Background: an optimization exercise with open tools, aiming at small area and a short achievable clock period. Do not read the settings as production practice. In this exercise RTL edits were held to simulation tests only and were not proved equivalent to the original. Power is estimated from default activity; no workload was simulated.

Setup of v51:
Design chain_mod, start of the top module:
module chain_mod #(
    parameter int BIT_RES   = 32,
    parameter int FRAC_BITS = 23
) (
    input  logic               clk,
    input  logic               reset,
    input  logic [BIT_RES-1:0] numInSide,
    output logic [BIT_RES-1:0] numOutSide,
    input  logic [BIT_RES-1:0] numInTop,
    output logic [BIT_RES-1:0] numOutTop,
    output logic [BIT_RES-1:0] sum
);
    logic bo0, bt0, bn0;
    logic pp0_0;
    logic pp0_1;
    logic pp0_2;
    logic pp0_3;
    logic pp0_4;
    logic pp0_5;
    logic pp0_6;
    logic pp0_7;
    logic pp0_8;
    logic pp0_9;
    logic pp0_10;
    logic pp0_11;
    logic pp0_12;
    logic pp0_13;
    logic pp0_14;
    logic pp0_15;
    logic pp0_16;
    logic pp0_17;
    logic pp0_18;
    logic pp0_19;
    logic pp0_20;
    logic pp0_21;
    logic pp0_22;
    logic pp0_23;
    logic pp0_24;
    logic pp0_25;
    logic pp0_26;
    logic pp0_27;
    logic pp0_28;
    logic pp0_29;
    logic pp0_30;
    logic pp0_31;
    logic pp0_32;
    logic bo1, bt1, bn1;
    logic pp1_0;
    logic pp1_1;
    logic pp1_2;
    logic pp1_3;
    logic pp1_4;
    logic pp1_5;
    logic pp1_6;
    logic pp1_7;
    logic pp1_8;
    logic pp1_9;
    logic pp1_10;
    logic pp1_11;
    logic pp1_12;
    logic pp1_13;
    logic pp1_14;
    logic pp1_15;
    logic pp1_16;
    logic pp1_17;
    logic pp1_18;
    logic pp1_19;
    logic pp1_20;
    logic pp1_21;
    logic pp1_22;
    logic pp1_23;
    logic pp1_24;
    logic pp1_25;
    logic pp1_26;
    logic pp1_27;
    logic pp1_28;
    logic pp1_29;
    logic pp1_30;
    logic pp1_31;
    logic pp1_32;
    logic bo2, bt2, bn2;
    logic pp2_0;
    logic pp2_1;
    logic pp2_2;
    logic pp2_3;
    logic pp2_4;
    logic pp2_5;
    logic pp2_6;
    logic pp2_7;
    logic pp2_8;
    logic pp2_9;
    logic pp2_10;
    logic pp2_11;
    logic pp2_12;
    logic pp2_13;
    logic pp2_14;
    logic pp2_15;
    logic pp2_16;
    logic pp2_17;
    logic pp2_18;
    logic pp2_19;
    logic pp2_20;
    logic pp2_21;
    logic pp2_22;
    logic pp2_23;
    logic pp2_24;
    logic pp2_25;
    logic pp2_26;
    logic pp2_27;
    logic pp2_28;
    logic pp2_29;
    logic pp2_30;
    logic pp2_31;
    logic pp2_32;
    logic bo3, bt3, bn3;
    logic pp3_0;
    logic pp3_1;
    logic pp3_2;
    logic pp3_3;
    logic pp3_4;
  ...
Size: roughly 3200 cells after synthesis, ~190 flip-flops.
Settings: LEC_CHECK=0, ABC_AREA=1, CAP_MARGIN=20, CORE_MARGIN=2, CORE_UTILIZATION=65, SLEW_MARGIN=20, SYNTH_HIERARCHICAL=1, SYNTH_MINIMUM_KEEP_SIZE=0; clock period 13.5 ns.
standard.sh (not shown) runs the stock make flow with config.mk's settings and CLKGATE_MAP_FILE= SYNTH_SCRIPT=/design/flow/synth_recipe.tcl, a recipe that flattens the netlist after the stock synthesis.
==> flow/flow/run.sh <==
#!/bin/bash
export SETUP_SLACK_MARGIN=6.85
export BUFFER_PORTS_ARGS="-buffer_cell sky130_fd_sc_hd__buf_2"
bash standard.sh > standard.log 2>&1
Modified inputs, v38 compared to v51
diff --git a/flow/flow/run.sh b/flow/flow/run.sh
--- a/flow/flow/run.sh
+++ b/flow/flow/run.sh
@@ -2 +2 @@
-export SETUP_SLACK_MARGIN=6.85
+export SETUP_SLACK_MARGIN=6.75
diff --git a/flow/config.mk b/flow/config.mk
--- a/flow/config.mk
+++ b/flow/config.mk
@@ -11,0 +12 @@
+export CTS_BUF_LIST = sky130_fd_sc_hd__clkbuf_8 sky130_fd_sc_hd__clkbuf_16
[summary]
- v38: all stages complete, timing, DRC and antenna checks passed
- Proportion of register bits with asynchronous set or reset after synthesis: v38 vs v51 identical
- Global-route total usage across every layer essentially unchanged between v38 and v51.
- The portion of total power attributed to the clock network on v51 is in line with that on v38.
Input changes introduced in v57 (baseline for comparison: v38):
diff --git a/flow/flow/run.sh b/flow/flow/run.sh
--- a/flow/flow/run.sh
+++ b/flow/flow/run.sh
@@ -2 +2 @@
-export SETUP_SLACK_MARGIN=6.75
+export SETUP_SLACK_MARGIN=7.0
diff --git a/flow/config.mk b/flow/config.mk
--- a/flow/config.mk
+++ b/flow/config.mk
@@ -12 +11,0 @@
-export CTS_BUF_LIST = sky130_fd_sc_hd__clkbuf_8 sky130_fd_sc_hd__clkbuf_16
### Flow results
Area of all placed cells without fillers, v57 vs v38: up by a few percent
Timing, DRC, antenna: 0 failures across v57 and v38
~same proportion of power drawn by the clock network in v57 and v38
Looking at v57 and v38, the count of multi-input gates is a wash.
~same number of distinct library cell variants in the gate-level netlist after synthesis in v57 and v38
After detailed routing, v38 needs less wire than v57.
Between v57 and v38, the global-route wire length before repair figures differ only marginally.
In the metrics for v57 and v38, the one carrying the higher switching share of total power is v38.
A startpoint of the worst setup timing path of r_row0[0] is what v38 shows, while r_row1[0] belongs to v57.
Clock buffer instance count of the final layout was higher in the run labelled v57.
Relative contribution of combinational cells to total power up 0.4 points in v57 wrt v38
Here is what was changed in the inputs of v50 compared with v57.
diff --git a/flow/flow/run.sh b/flow/flow/run.sh
--- a/flow/flow/run.sh
+++ b/flow/flow/run.sh
@@ -2 +2 @@
-export SETUP_SLACK_MARGIN=7.0
+export SETUP_SLACK_MARGIN=6.75
Looking at arrival time at the worst endpoint, v50 sits below v57. Worst hold slack: v50 and v57 compared, lower one is v50. Final area in v50 vs v57: down 670 µm². As of v50, critical path depth had risen by a few percent compared to v57. Looking at slew of the pin with the lowest slew margin, v50 sits 170 ps above v57.
Changes in v18 relative to v50:
diff --git a/flow/config.mk b/flow/config.mk
--- a/flow/config.mk
+++ b/flow/config.mk
@@ -11 +11 @@
-export CORE_UTILIZATION = 65
+export CORE_UTILIZATION = 60
Looking at v50 and v18, the cell leakage power is a wash. v50 and v18 ended up with nearly the same clock power share. Relative to v50, overall routing resource usage has decreased by 3.0 points in v18. v18: met3 layer usage reported by global route lower than v50. Via count of the first global-routing pass (lower): v18. Looking at number of cells on the critical path across v50 and v18, the one that comes out higher is v50. Going from v50 to v18, power moved up, sequential share of cell area level, area fraction of clock buffers and clock inverters level, transition time at the pin with the least slew margin moved up.

---

## run 1
chain_mod, a different RTL version from the one above (not shown whole).
For scale: roughly 160 I/O pins, ~0.029 mm² of cells after synthesis.
Settings: LEC_CHECK=0, ABC_AREA=1, CAP_MARGIN=20, CORE_MARGIN=2, CORE_UTILIZATION=55, SLEW_MARGIN=20, SYNTH_HIERARCHICAL=1, SYNTH_MINIMUM_KEEP_SIZE=0; clock period 13.5 ns.
==> flow/flow/run.sh <==
#!/bin/bash
export SETUP_SLACK_MARGIN=7.0
bash standard.sh > standard.log 2>&1
Run 1: full flow OK, the timing, design-rule and antenna checks passed
[inputs] run 2 vs run 1
- a change of CORE_UTILIZATION from 55 to 65
==> flow/flow/run.sh <==
#!/bin/bash
export SETUP_SLACK_MARGIN=6.5
export BUFFER_PORTS_ARGS="-buffer_cell sky130_fd_sc_hd__buf_2"
bash standard.sh > standard.log 2>&1
## What came out
- Run 2 | stages: all done | timing, DRC, antenna: all pass
- [run 2 vs run 1] largest stage delay on the critical path: higher in run 2
- Summary of run 2 over run 1: fill cell instance count of the final layout decreased 730; achievable frequency decreased 8.1 MHz; power share of the combinational group decreased 1.2 points; total power decreased about 10%.
- Startpoint-to-endpoint class of the critical path = input pin to flip-flop: run 2; startpoint-to-endpoint class of the critical path = flip-flop to output pin: run 1
- Lower clock network fraction of total power among run 2 and run 1: run 1
- [run 2] post-layout worst setup margin fell 0.38 ns relative to run 1
- NOTE: total via count in the routed design in run 2 falls short of that of run 1
Setup changes, run 2 to run 3
==> flow/flow/run.sh <==
#!/bin/bash
export SETUP_SLACK_MARGIN=7.0

bash standard.sh > standard.log 2>&1
Run 3 vs run 2, timing endpoint of the critical path: sum[3] vs r_row1[16]
From run 2 to run 3 the numbers moved as follows: number of setup buffers added after CTS rose 32, via count rose about 4%, non-clock buffer count in the final layout rose about 37%, depth of the worst register-to-register path rose 1.
Inputs modified between run 3 and run 4:
==> flow/flow/run.sh <==
#!/bin/bash
export SETUP_SLACK_MARGIN=6.5

bash standard.sh > standard.log 2>&1
[summary]
Compared with run 3, run 4 shows a setup slack at placement that is 0.038 ns higher. Power dissipated in the clock network (run 4 vs. run 3) increases by a few percent. Where cell area is concerned, run 3 is outperformed by run 4. Combinational group share of total power (run 4 over run 3): decrease, 0.7 points. Taking run 3 as the reference, in run 4 non-clock buffer count -about 23%, worst endpoint required time +3.08 ns.

==> port drivers added, routing unchanged <==
The results above use ideal ports. As a check the final layouts listed here were re-extracted and re-timed, cells and wires unchanged. Step 1: set_driving_cell puts a clkbuf_16 on clk and a buf_2 on each other input, an assumption about the parent block. Step 2 also shifts input and output timing later by t, the mid clock arrival at the registers, as if the neighbouring blocks saw the same clock. a / b / c = ideal / step 1 / step 2; a / b = the first two.
run	t (ns)	setup slack, ns	hold slack, ns	worst setup path at the end
v51	0.583	6.814 / 6.753 / 6.271	0.784 / 0.784 / 0.784	input to register
v38	0.586	6.808 / 6.747 / 6.274	0.775 / 0.775 / 0.775	input to register
v57	0.583	6.775 / 6.712 / 6.500	0.781 / 0.781 / 0.781	input to register
v50	0.586	6.808 / 6.747 / 6.274	0.775 / 0.775 / 0.775	input to register
v18	0.580	6.751 / 6.688 / 6.255	0.795 / 0.795 / 0.795	input to register
run 1	0.587	6.864 / 6.799 / 6.429	0.789 / 0.789 / 0.789	input to register
run 2	0.562	6.488 / 6.521 / 5.959	0.787 / 0.787 / 0.787	input to register
run 3	0.562	6.789 / 6.727 / 6.453	0.779 / 0.779 / 0.779	input to register
run 4	0.583	6.587 / 6.613 / 6.031	0.771 / 0.771 / 0.771	input to register
After both steps setup and hold are still met in every run listed. The setup slack of run 4, which loses most, moves by +0.026 ns with the drivers and by -0.556 ns with both steps.
